What follows belongs to an exercise in optimizing a design on an open flow for small area, a short achievable clock period and few clock cycles; a production flow would make more cautious choices.
In this exercise RTL edits were held to simulation tests only and were not proved equivalent to the original.
Power is estimated from default activity; no workload was simulated.

$ cat design/flow/design.v
`default_nettype none
package cachePkg;
	localparam int addressWidth = 16;
	localparam int dataWidth = 32;
	localparam int offsetWidth = 2;
	localparam int indexWidth = 4;
	localparam int tagWidth = addressWidth - indexWidth - offsetWidth;
	localparam int ways = 2;
	localparam int lineWords = 1 << offsetWidth;
	localparam int sets = 1 << indexWidth;  
	localparam int indexLsb = offsetWidth;
	localparam int tagLsb = offsetWidth + indexWidth;
	typedef logic [addressWidth-1:0] addressT;
	typedef logic [dataWidth-1:0] dataT;
	typedef logic [tagWidth-1:0] tagT;
	typedef logic [indexWidth-1:0] indexT;
	typedef logic [offsetWidth-1:0] offsetT;
	typedef logic [$clog2(ways)-1:0] wayT;
	localparam offsetT lastOffset = offsetT'(lineWords - 1);  
	typedef enum logic {
		invalid = 1'b0,
		valid = 1'b1
	} lineStateT;
	typedef enum logic [2:0] {
		idle,
		lookup,
		fill,
		writeThrough,
		respond
	} controllerStateT;
endpackage
`default_nettype wire
`timescale 1ns/1ps
`default_nettype none
module cacheNode (
	input logic clock,
	input logic rstN,
	input logic cpuReq,
	input logic cpuWrite,
	input cachePkg::addressT cpuAddress,
	input cachePkg::dataT cpuWriteData,
	output logic cpuDone,
	output cachePkg::dataT cpuReadData,
	output logic memRead,
	output logic memWrite,
	output cachePkg::addressT memAddress,
	output cachePkg::dataT memWriteData,
	input logic memDone,
	input cachePkg::dataT memReadData,
	input logic snoopWrite,
	input cachePkg::addressT snoopAddress
);
	localparam int lines = cachePkg::sets * cachePkg::ways;
	localparam int words = lines * cachePkg::lineWords;
	cachePkg::tagT tagArray [0:lines-1];
	logic [lines-1:0] validArray;
	cachePkg::dataT dataArray [0:words-1];
	logic [cachePkg::sets-1:0] lruWay;  
	logic filling;       
	logic writing;       
	logic missStart;     
	logic hitRead;       
	logic hitDone;       
	logic hitUpdate;     
	logic writeUpdate;   
	logic fillUpdate;    
	cachePkg::tagT reqTag;
	cachePkg::indexT reqIndex;
	cachePkg::offsetT reqOffset;
	cachePkg::wayT reqWay;           
	cachePkg::offsetT strobeOffset;  
	cachePkg::offsetT fillOffset;    
	cachePkg::offsetT updateOffset;  
	logic [1:0] fillCount;           
	cachePkg::dataT updateData;      
	cachePkg::dataT readData;
	logic snoopPending;
	cachePkg::tagT snoopTag;
	logic [cachePkg::sets-1:0] snoopSet;  
	cachePkg::tagT cpuTag;
	cachePkg::indexT cpuIndex;
	cachePkg::offsetT cpuOffset;
	assign cpuTag = cpuAddress[cachePkg::tagLsb +: cachePkg::tagWidth];
	assign cpuIndex = cpuAddress[cachePkg::indexLsb +: cachePkg::indexWidth];
	assign cpuOffset = cpuAddress[cachePkg::offsetWidth-1:0];
	logic [cachePkg::ways-1:0] cpuMatch;
	logic [cachePkg::ways-1:0] snoopMatch;
	logic cpuHit;
	cachePkg::wayT cpuHitWay;
	cachePkg::wayT cpuVictim;
	cachePkg::tagT snoopWayTag [0:cachePkg::ways-1];
	logic [cachePkg::ways-1:0] snoopWayValid;
	always_comb begin
		for (int w = 0; w < cachePkg::ways; w++) begin
			cpuMatch[w] = validArray[{cpuIndex, cachePkg::wayT'(w)}]
				&& tagArray[{cpuIndex, cachePkg::wayT'(w)}] == cpuTag;
			snoopWayTag[w] = '0;
			snoopWayValid[w] = 1'b0;
			for (int i = 0; i < cachePkg::sets; i++) begin
				snoopWayTag[w] = snoopWayTag[w]
					| ({cachePkg::tagWidth{snoopSet[i]}} & tagArray[{4'(i), cachePkg::wayT'(w)}]);
				snoopWayValid[w] = snoopWayValid[w]
					| (snoopSet[i] && validArray[{4'(i), cachePkg::wayT'(w)}]);
			end
			snoopMatch[w] = snoopWayValid[w] && snoopWayTag[w] == snoopTag;
		end
	end
	assign cpuHit = |cpuMatch;
	assign cpuHitWay = cpuMatch[1];
	assign cpuVictim = lruWay[cpuIndex];
	logic readMiss;
	logic writeReq;
	logic fillDone;
	logic fillLast;
	assign readMiss = cpuReq && !cpuWrite && !cpuHit;
	assign writeReq = cpuReq && cpuWrite;
	assign fillDone = filling && memDone;
	assign fillLast = fillDone && fillCount == 2'd3;
	assign memRead = missStart || (fillDone && !fillLast);
	assign memWrite = writeReq;
	assign memAddress = filling ? {reqTag, reqIndex, strobeOffset} : cpuAddress;
	assign memWriteData = cpuWriteData;
	assign cpuDone = hitDone || fillLast || (writing && memDone);
	assign cpuReadData = readData;
	cachePkg::dataT readWord;
	assign readWord = dataArray[{reqIndex, reqWay, reqOffset}];
	always_ff @(posedge clock or negedge rstN) begin
		if (!rstN) begin
			filling <= 1'b0;
			writing <= 1'b0;
			missStart <= 1'b0;
			hitRead <= 1'b0;
			hitDone <= 1'b0;
			hitUpdate <= 1'b0;
			writeUpdate <= 1'b0;
			fillUpdate <= 1'b0;
			fillCount <= '0;
			snoopPending <= 1'b0;
			validArray <= '0;
			lruWay <= '0;
		end else begin
			missStart <= readMiss;
			hitRead <= cpuReq && !cpuWrite && cpuHit;
			hitDone <= hitRead;
			hitUpdate <= cpuReq && cpuHit;
			writeUpdate <= writeReq && cpuHit;
			fillUpdate <= fillDone;
			snoopPending <= snoopWrite;
			if (readMiss) begin
				filling <= 1'b1;
				fillCount <= '0;
			end else if (fillDone) begin
				fillCount <= fillCount + 2'd1;
				if (fillLast) begin
					filling <= 1'b0;
				end
			end
			if (writeReq) begin
				writing <= 1'b1;
			end else if (memDone) begin
				writing <= 1'b0;
			end
			if (hitUpdate) begin
				lruWay[reqIndex] <= ~reqWay;
			end
			if (missStart) begin
				validArray[{reqIndex, reqWay}] <= 1'b1;
				lruWay[reqIndex] <= ~reqWay;
			end
			if (snoopPending) begin
				for (int i = 0; i < cachePkg::sets; i++) begin
					for (int w = 0; w < cachePkg::ways; w++) begin
						if (snoopSet[i] && snoopMatch[w]) begin
							validArray[{4'(i), cachePkg::wayT'(w)}] <= 1'b0;
						end
					end
				end
			end
		end
	end
	always_ff @(posedge clock) begin
		if (cpuReq) begin
			reqTag <= cpuTag;
			reqIndex <= cpuIndex;
			reqOffset <= cpuOffset;
			reqWay <= cpuHit ? cpuHitWay : cpuVictim;
			strobeOffset <= cpuOffset;
		end else if (filling && memRead) begin
			strobeOffset <= strobeOffset + 2'd1;
		end
		if (filling && memRead) begin
			fillOffset <= strobeOffset;
		end
		if (missStart) begin
			tagArray[{reqIndex, reqWay}] <= reqTag;
		end
		if (hitRead) begin
			readData <= readWord;
		end else if (fillDone && fillCount == 2'd0) begin
			readData <= memReadData;  
		end
		updateData <= filling ? memReadData : cpuWriteData;
		updateOffset <= fillOffset;
		snoopTag <= snoopAddress[cachePkg::tagLsb +: cachePkg::tagWidth];
		for (int i = 0; i < cachePkg::sets; i++) begin
			snoopSet[i] <= snoopAddress[cachePkg::indexLsb +: cachePkg::indexWidth] == 4'(i);
		end
	end
	logic dataWrite;
	logic [$clog2(words)-1:0] dataWriteWord;
	assign dataWrite = fillUpdate || writeUpdate;
	assign dataWriteWord = {reqIndex, reqWay, fillUpdate ? updateOffset : reqOffset};
	always_ff @(posedge clock) begin
		if (dataWrite) begin
			dataArray[dataWriteWord] <= updateData;
		end
	end
endmodule
`default_nettype wire
$ cat design/flow/flow/run.sh
#!/bin/bash
# The standard layout (standard.sh), with these changes to how it is made:
# - resizing may change a cell's footprint, and ports are buffered with buf_4
#   rather than the delay buffer buffer_ports picks by default;
# - synthesis, floorplan and placement run without a setup margin; CTS repairs
#   timing with a margin on every violating endpoint, and the repair after
#   global routing keeps the margin but only works on the worst endpoints.
# Each step's full output goes to a log file in the work folder.
set -euo pipefail
common=(MATCH_CELL_FOOTPRINT=0 "BUFFER_PORTS_ARGS=-buffer_cell sky130_fd_sc_hd__buf_4")
bash standard.sh "${common[@]}" synth floorplan place > flow_place.log 2>&1
bash standard.sh "${common[@]}" SETUP_SLACK_MARGIN=3.9 TNS_END_PERCENT=100 cts > flow_cts.log 2>&1
bash standard.sh "${common[@]}" SETUP_SLACK_MARGIN=3.9 TNS_END_PERCENT=5 finish > flow_finish.log 2>&1
$ cat design/flow/standard.sh
#!/bin/bash
# synth_recipe.tcl (not shown) runs the flow's synth.tcl, then flattens the netlist and writes it again
# the make line also repeats each setting of config.mk as NAME=value (left out here)
make -C /OpenROAD-flow-scripts/flow DESIGN_CONFIG=/design/flow/config.mk WORK_HOME=/design/flow/orfs CLKGATE_MAP_FILE= SYNTH_SCRIPT=/design/flow/synth_recipe.tcl "${@:-finish}"
$ cat design/flow/config.mk
export PLATFORM = sky130hd
export DESIGN_NAME = cacheNode
export DESIGN_NICKNAME = cacheNode
export VERILOG_FILES = /design/flow/design.v
export SDC_FILE = /design/flow/constraint.sdc
export NUM_CORES = 4
export LEC_CHECK = 0
export CAP_MARGIN = 20
export CORE_MARGIN = 2
export CORE_UTILIZATION = 65
export PLACE_DENSITY = 0.75
export SLEW_MARGIN = 20
$ cat design/flow/constraint.sdc
create_clock -name core_clock -period 7.5 [get_ports {clock}]
set_input_delay 1.5000 -clock core_clock [delete_from_list [all_inputs] [get_ports {clock}]]
set_output_delay 1.5000 -clock core_clock [all_outputs]
set_load 0.01 [all_outputs]
==> results of run 1 <==
-- layer usage --
layer / part of all wire / GRT usage / vias to the layer above
li1: - / - / 33500
met1: 0.32 / 0.499 / 47000
met2: 0.48 / 0.589 / 8511
met3: 0.14 / 0.0922 / 1663
met4: 0.065 / 0.201 / 36
met5: 0.00050 / 0 / -
-- flip-flops by register name (all words and copies together) (netlist names), 2 cells and up, named ones only --
register and flops:
updateData 32, tagArray 320, snoopSet 16, fillOffset 2, lruWay 16, updateOffset 2, reqTag 10, strobeOffset 2
reqOffset 2, fillCount 2, snoopTag 10, validArray 32, readData 32, dataArray 4096, reqIndex 4
-- cell usage in the layout, fill, tap and decap left out, types with 94 or more instances in the layout --
cell type,Yosys,layout
a22o_1,98,98
buf_4,39,452
clkinv_2,0,106
a221oi_1,98,97
nor2_1,227,95
nor2_4,0,129
edfxtp_1,4469,4469
clkbuf_16,0,489
clkinv_1,0,94
mux4_2,1423,1423
-- through the flow --
step                      worst slack, ns  instances
after floorplan                      3.44       7451
after global placement               1.70      11000
after detailed placement             1.68      11000
after CTS                            3.59      12000
after global routing                 3.69      12000
final                                3.73      12000
-- cell families (layout without fill, tap and decap cells) --
| logic type | count (synthesis) | in the layout | synth area share |
|---|---|---|---|
| muxes | 1549 | 1549 | 0.188 |
| buffers and inverters | 454 | 1455 | 0.0113 |
| AOI/OAI and AO/OA | 366 | 366 | 0.0154 |
| adders and majority gates | 12 | 12 | 0.000845 |
| DFF | 4595 | 4595 | 0.771 |
| xor gates and xnor gates | 46 | 46 | 0.00231 |
| other | 0 | 21 | 0 |
| and+or+nand+nor | 429 | 429 | 0.0108 |
-- what timing repair did --
item | CTS | global route
gates cloned | 38 | 9
buffers inserted | 75 | 28
endpoints found under the setup margin | 2673 | 823
hold buffers | 0 | 0
resized for setup | 161 | 44
pin swaps | 17 | 5
-- layout make-up --
class	instances	area, um2	area share
clock buffers	537	11600	0.0574
inverters	13	56.3	0.000278
flip-flops and latches	4595	137000	0.676
multi-input cells	2402	39900	0.197
diodes	21	52.6	0.000259
well taps	3570	4470	0.0220
repair buffers	614	6690	0.0330
clock inverters	291	2920	0.0144
-- worst max path at each step --
stage / from / end / cells past startpoint
floorplan: cpuAddress[3] / memAddress[3] / 6
global placement: cpuAddress[2] / filling / 11
detailed placement: cpuAddress[2] / filling / 11
CTS: cpuAddress[4] / memAddress[4] / 4
global route: filling / memAddress[13] / 4
finish: filling / memAddress[13] / 4
-- power groups by stage --
stage | clock, uW | sequential (uW) | combinational, uW
finish | 22700 | 30800 | 7280
global route | 23600 | 30800 | 7380
CTS | 22600 | 30700 | 6890
detailed placement | 0 | 31400 | 6240
global placement | 0 | 31300 | 6090
floorplan | 0 | 31400 | 3170
==> impl_metrics.tcl, run 1 <==
set metrics [dict create \
    swShare 0.254 \
    cp_num_buf_inv 3 \
    final_nets 8182 \
    grt_overflow_total 0 \
    drt_iter0_drc 17200 \
    finalHoldViolations 0 \
    powerDensity_nw_per_um2 300 \
    antenna_found_initial 61 \
    fp.dieArea_um2 277000 \
    wl_per_cell_um 43.7 \
    worstMarginPinSlew_ns 1.23 \
    place.gp.congestion 0.899 \
    synth_common_cells "4469 x edfxtp_1, 1423 x mux4_2, 231 x clkbuf_1" \
    grt_pass1_vias 91800 \
    max_stage_delay_ns 0.55 \
    layout_min_cycle_time_ns 3.77 \
    criticalPathCategory "reg2out" \
    relSlewSlack 0.182 \
    path_max_fanout 5 \
    ys.flop_type "edfxtp_1" \
    cts_buffers 442 \
    yosys.cell_count.top_type "edfxtp_1" \
    track_usage 0.376 \
    vias_per_cell 7.53 \
    dpl.hpwl_mm 247 \
    finalSetupTns_ns 0 \
    finClkSkew_ns 0.0669 \
    end_kind "primary output" \
    syn2layout_area_growth_pct 14.2 \
    numClockSinks 4595 \
    cts_tree "built" \
    power.total_uw 60800 \
    drive_gt1_frac 0.354 \
    path_clk_slew_ns 0.07 \
    initial_core_util 0.655 \
    worstPathArrival_ns 2.27 \
    drt_pass1_iterations 8 \
    seq_area_frac_synth 0.771 \
    holdCritStartpoint "fillOffset[1]" \
    drcViolationCount 0 \
    worstHoldPathType "reg2reg" \
    ys_types 60 \
    rows 191 \
    ys_seq_elements 4595 \
    cts-root-buf "clkbuf_16" \
    ys_top_cells_by_area "edfxtp_1 76%, mux4_2 18%, dfrtp_1 0.83%" \
    min_to "updateOffset[1]" \
    synth_top_area_frac 0.755 \
    wirelength_mm 526 \
    worst_setup_path_start_kind "register" \
    r2r_setup_slack_ns 3.75 \
    synth_enable_flop_cells 4469 \
    avgSynthCellArea_um2 23.8 \
    ir_drop_v 0.000233 \
    fin_area_um2 203000 \
    vias 90700 \
    reg2reg_to "readData[5]" \
    p_leak_uw 0.0638 \
    ys_async_sr_fraction 0.0128 \
    synth_warnings 2 \
    fin_crit_sh 0.503 \
    cap_violations 0 \
    setup_violations 0 \
    die_w_um 527 \
    cp_slowest_cell "dfrtp_4" \
    r2r_cells 10 \
    fill_cells 13600 \
    hold-path-cell-count 0 \
    grt_pass1_wl_mm 715 \
    comb_power_share 0.120 \
    p_sw_uw 15400 \
    yosysTopAreaCell "edfxtp_1" \
    clockBufferDepth 4 \
    status "complete, no violations" \
    synth_fp_nets 7565 \
    maxSlewViolCount 0 \
    io_buffer_count 182 \
    htree_num_levels 5 \
    final_util 0.748 \
    detailed_place.area_um2 185000 \
    synthCells 7451 \
    pwr-share-seq 0.507 \
    rsz0062_at_grt "yes" \
    clock_latency_ns 0.99 \
    worst_hold_slack_ns 0.351 \
    p_clk_frac 0.373 \
    die_h_um 527 \
    drtAntennaViolNets 0 \
    crit_chain "buf_12, clkbuf_16, mux2_4, buf_6" \
    cp.required_ns 6.00 \
    ios 185 \
    grt_start_max_net_pins 120 \
    timing.fmax_ghz 0.265 \
    synth_area_um2 178000 \
    internal_power_uw 45300 \
    crit_family "flip-flops" \
    coreArea_um2 271000 \
]
Testbench counts, summed over its fixed seeds: cycles 224,001.
==> run 2, diff against run 1 <==
--- a/design/flow/flow/run.sh
+++ b/design/flow/flow/run.sh
@@ -5,4 +5,4 @@
 # - synthesis, floorplan and placement run without a setup margin; CTS repairs
-#   timing with a margin on every violating endpoint, and the repair after
-#   global routing keeps the margin but only works on the worst endpoints.
+#   timing with a margin on every violating endpoint; the later steps repair
+#   without one.
 # Each step's full output goes to a log file in the work folder.
@@ -12,2 +12,2 @@
 bash standard.sh "${common[@]}" SETUP_SLACK_MARGIN=3.9 TNS_END_PERCENT=100 cts > flow_cts.log 2>&1
-bash standard.sh "${common[@]}" SETUP_SLACK_MARGIN=3.9 TNS_END_PERCENT=5 finish > flow_finish.log 2>&1
+bash standard.sh "${common[@]}" finish > flow_finish.log 2>&1
--- a/design/flow/config.mk
+++ b/design/flow/config.mk
@@ -9,4 +9,4 @@
 export CORE_MARGIN = 2
-export CORE_UTILIZATION = 65
-export PLACE_DENSITY = 0.75
+export CORE_UTILIZATION = 55
+export PLACE_DENSITY = 0.7
 export SLEW_MARGIN = 20
==> run 2 against run 1 <==
Compared with the run above:
- core utilization decreased by 12 points
- wire length decreased by 11%
- flip-flop and latch count unchanged
- total power decreased by 2.6%
- critical endpoint is now memAddress[4]
==> impl_metrics.tcl, run 2 <==
set metrics [dict create \
    avgSynthCellArea_um2 23.8 \
    ys_seq_elements 4595 \
    timing.fmax_ghz 0.250 \
    synth_fp_nets 7565 \
    ys_async_sr_fraction 0.0128 \
    ys.flop_type "edfxtp_1" \
    die_w_um 572 \
    seq_area_frac_synth 0.771 \
    drcViolationCount 0 \
    cp.required_ns 6.00 \
    wirelength_mm 469 \
    grt_pass1_wl_mm 653 \
    dpl.hpwl_mm 247 \
    crit_chain "buf_16, clkinvlp_4, buf_4, o21ai_2, buf_4" \
    criticalPathCategory "in2out" \
    track_usage 0.287 \
    yosysTopAreaCell "edfxtp_1" \
    cts-root-buf "clkbuf_16" \
    finClkSkew_ns 0.0620 \
    grt_start_max_net_pins 125 \
    wl_per_cell_um 37.0 \
    fp.dieArea_um2 328000 \
    relSlewSlack 0.173 \
    ir_drop_v 0.000216 \
    io_buffer_count 182 \
    worstMarginPinSlew_ns 1.24 \
    finalHoldViolations 0 \
    fin_crit_sh 0.534 \
    max_stage_delay_ns 0.22 \
    powerDensity_nw_per_um2 293 \
    place.gp.congestion 0.895 \
    dpl_worst_slack_ns 2.32 \
    final_nets 8100 \
    end_kind "primary output" \
    drt_iter0_drc 14000 \
    initial_core_util 0.553 \
    largest_reg_flops 4096 \
    cts_tree "built" \
    layout_commonest_cell "edfxtp_1" \
    numClockSinks 4595 \
    worstPathArrival_ns 2.50 \
    yosys.cell_count.top_type "edfxtp_1" \
    clockBufferDepth 4 \
    synth_enable_flop_cells 4469 \
    worst_setup_path_start_kind "primary input" \
    cts_buffers 441 \
    top_regs "dataArray x4096, tagArray x320" \
    setup_violations 0 \
    cts_hold_buf 0 \
    layout_min_cycle_time_ns 4.00 \
    syn2layout_area_growth_pct 13.7 \
    largest_register "dataArray" \
    synth_top_area_frac 0.755 \
    synth_warnings 2 \
    grt_pass1_vias 86400 \
    synth_common_cells "4469 x edfxtp_1, 1423 x mux4_2, 231 x clkbuf_1" \
    drtAntennaViolNets 0 \
    cap_violations 0 \
    fill_cells 20700 \
    rsz0062_at_grt "no" \
    ios 185 \
    path_clk_slew_ns 0.06 \
    setup_slack_ns 3.50 \
    coreArea_um2 321000 \
    drive_gt1_frac 0.342 \
    worstHoldPathType "reg2reg" \
    grt_overflow_total 0 \
    detailed_place.area_um2 186000 \
    finalSetupTns_ns 0 \
    maxSlewViolCount 0 \
    regArea_um2 137000 \
    drt_pass1_iterations 8 \
    path_max_fanout 26 \
    cp_slowest_cell "buf_4" \
    critPathMostFrequentCell "buf_4" \
    layout_common_cells "4469 x edfxtp_1, 1423 x mux4_2, 470 x clkbuf_16" \
    htree_num_levels 5 \
    synth_area_um2 178000 \
    clock_latency_ns 1.00 \
    die_h_um 572 \
    p_leak_uw 0.0629 \
    synthCells 7451 \
    multi_input_area_um2 39800 \
    fin_area_um2 202000 \
    ys_top_cells_by_area "edfxtp_1 76%, mux4_2 18%, dfrtp_1 0.83%" \
    rows 208 \
    ys_types 60 \
    status "complete, no violations" \
    vias 86500 \
    antenna_found_initial 52 \
    vias_per_cell 6.83 \
]
[run 2: cell counts after synthesis]
Identical to the previous run, type by type.
[run 2: power breakdown]
| part | total (uW) | switching (uW) | leakage, uW | internal, uW |
|---|---|---|---|---|
| logic | 6840 | 4310 | 0.0145 | 2520 |
| registers | 30700 | 829 | 0.0415 | 29900 |
| clock network | 21700 | 9470 | 0.00687 | 12200 |
[run 2: critical path: cells and delay by family]
kind,cells,cell delay (ns)
AOI/OAI and AO/OA,1,0.22
buffers and inverters,4,0.71
[run 2: worst paths after layout]
| path | start | end | slack, ns | cells after the start |
|---|---|---|---|---|
| setup / recovery | cpuAddress[4] | memAddress[4] | 3.50 | 5 |
| hold / removal | fillOffset[0] | updateOffset[0] | 0.35 | 0 |
| setup reg to reg | reqIndex[2] | dataArray[56][7] | 3.83 | 4 |
| hold reg to reg | fillOffset[0] | updateOffset[0] | 0.35 | 0 |
| max in group asynchronous | rstN | filling | 6.28 | 1 |
| min in group asynchronous | rstN | snoopPending | 0.58 | 1 |
[run 2: cells by family after synthesis]
group	after synthesis	share of synthesized area
simple gates	429	0.0108
xor+xnor	46	0.00231
mux	1549	0.188
flops	4595	0.771
buf+inv	454	0.0113
fa+ha+maj	12	0.000845
compound gates	366	0.0154
[run 2: per-stage QoR]
| step | std cells | util | total power [uW] | hold WS (ns) |
|---|---|---|---|---|
| 2_1_floorplan | 7451 | - | 34600 | 0.323 |
| 3_3_place_gp | 11800 | 0.579 | 37400 | 0.332 |
| 3_5_place_dp | 11800 | 0.579 | 37600 | 0.341 |
| 4_1_cts | 12700 | 0.628 | 59300 | 0.349 |
| 5_1_grt | 12700 | 0.629 | 60700 | 0.360 |
| 6_report | 12700 | 0.629 | 59200 | 0.347 |
[run 2: layout make-up]
cell class	count	share of cell area
timing repair buffer	533	0.0270
antenna	8	0.0000991
clock buffer	532	0.0571
multi-input combinational	2402	0.197
inverter	13	0.000279
tap	4305	0.0267
clock inverter	282	0.0124
sequential	4595	0.679
[run 2: layer usage]
metal	global-route usage	wire length, um
met5	0	66
met4	0.120	22100
met3	0.0586	55800
met1	0.398	166000
met2	0.452	225000
[run 2: timing repair]
item,4_1_cts,5_1_grt
endpoints found under the setup margin,640,0
gates resized for setup,134,0
setup buffers,52,0

separate check: timing with driven ports:
The flow's constraints put no driver on any port. The routed layouts listed below were extracted and timed again, unchanged, in two steps.
Step 1, drivers: a clkbuf_16 drives clock and a buf_2 each remaining input, both assumed.
Step 2 adds t to the input delays and takes it off the output delays; t is the mean of the earliest and latest rising clock arrival at the registers after step 1. Input paths then give back, and output paths get back, about the clock's delay inside the block.
Three values: ideal ports, drivers, drivers and shift; two values: the first two.
run	t, ns	setup slack, ns	worst setup path after step 2	worst data-port slew with drivers (ns)	cell pins on the clock port's net
run 1	1.066	3.729 / 3.486 / 2.726	input to register	0.28	1
run 2	1.066	3.498 / 3.315 / 2.519	input to register	0.27	1
After both steps every run listed still meets setup and hold. For run 1, which loses most, drivers alone change the setup slack by -0.243 ns; drivers and shift together by -1.003 ns.
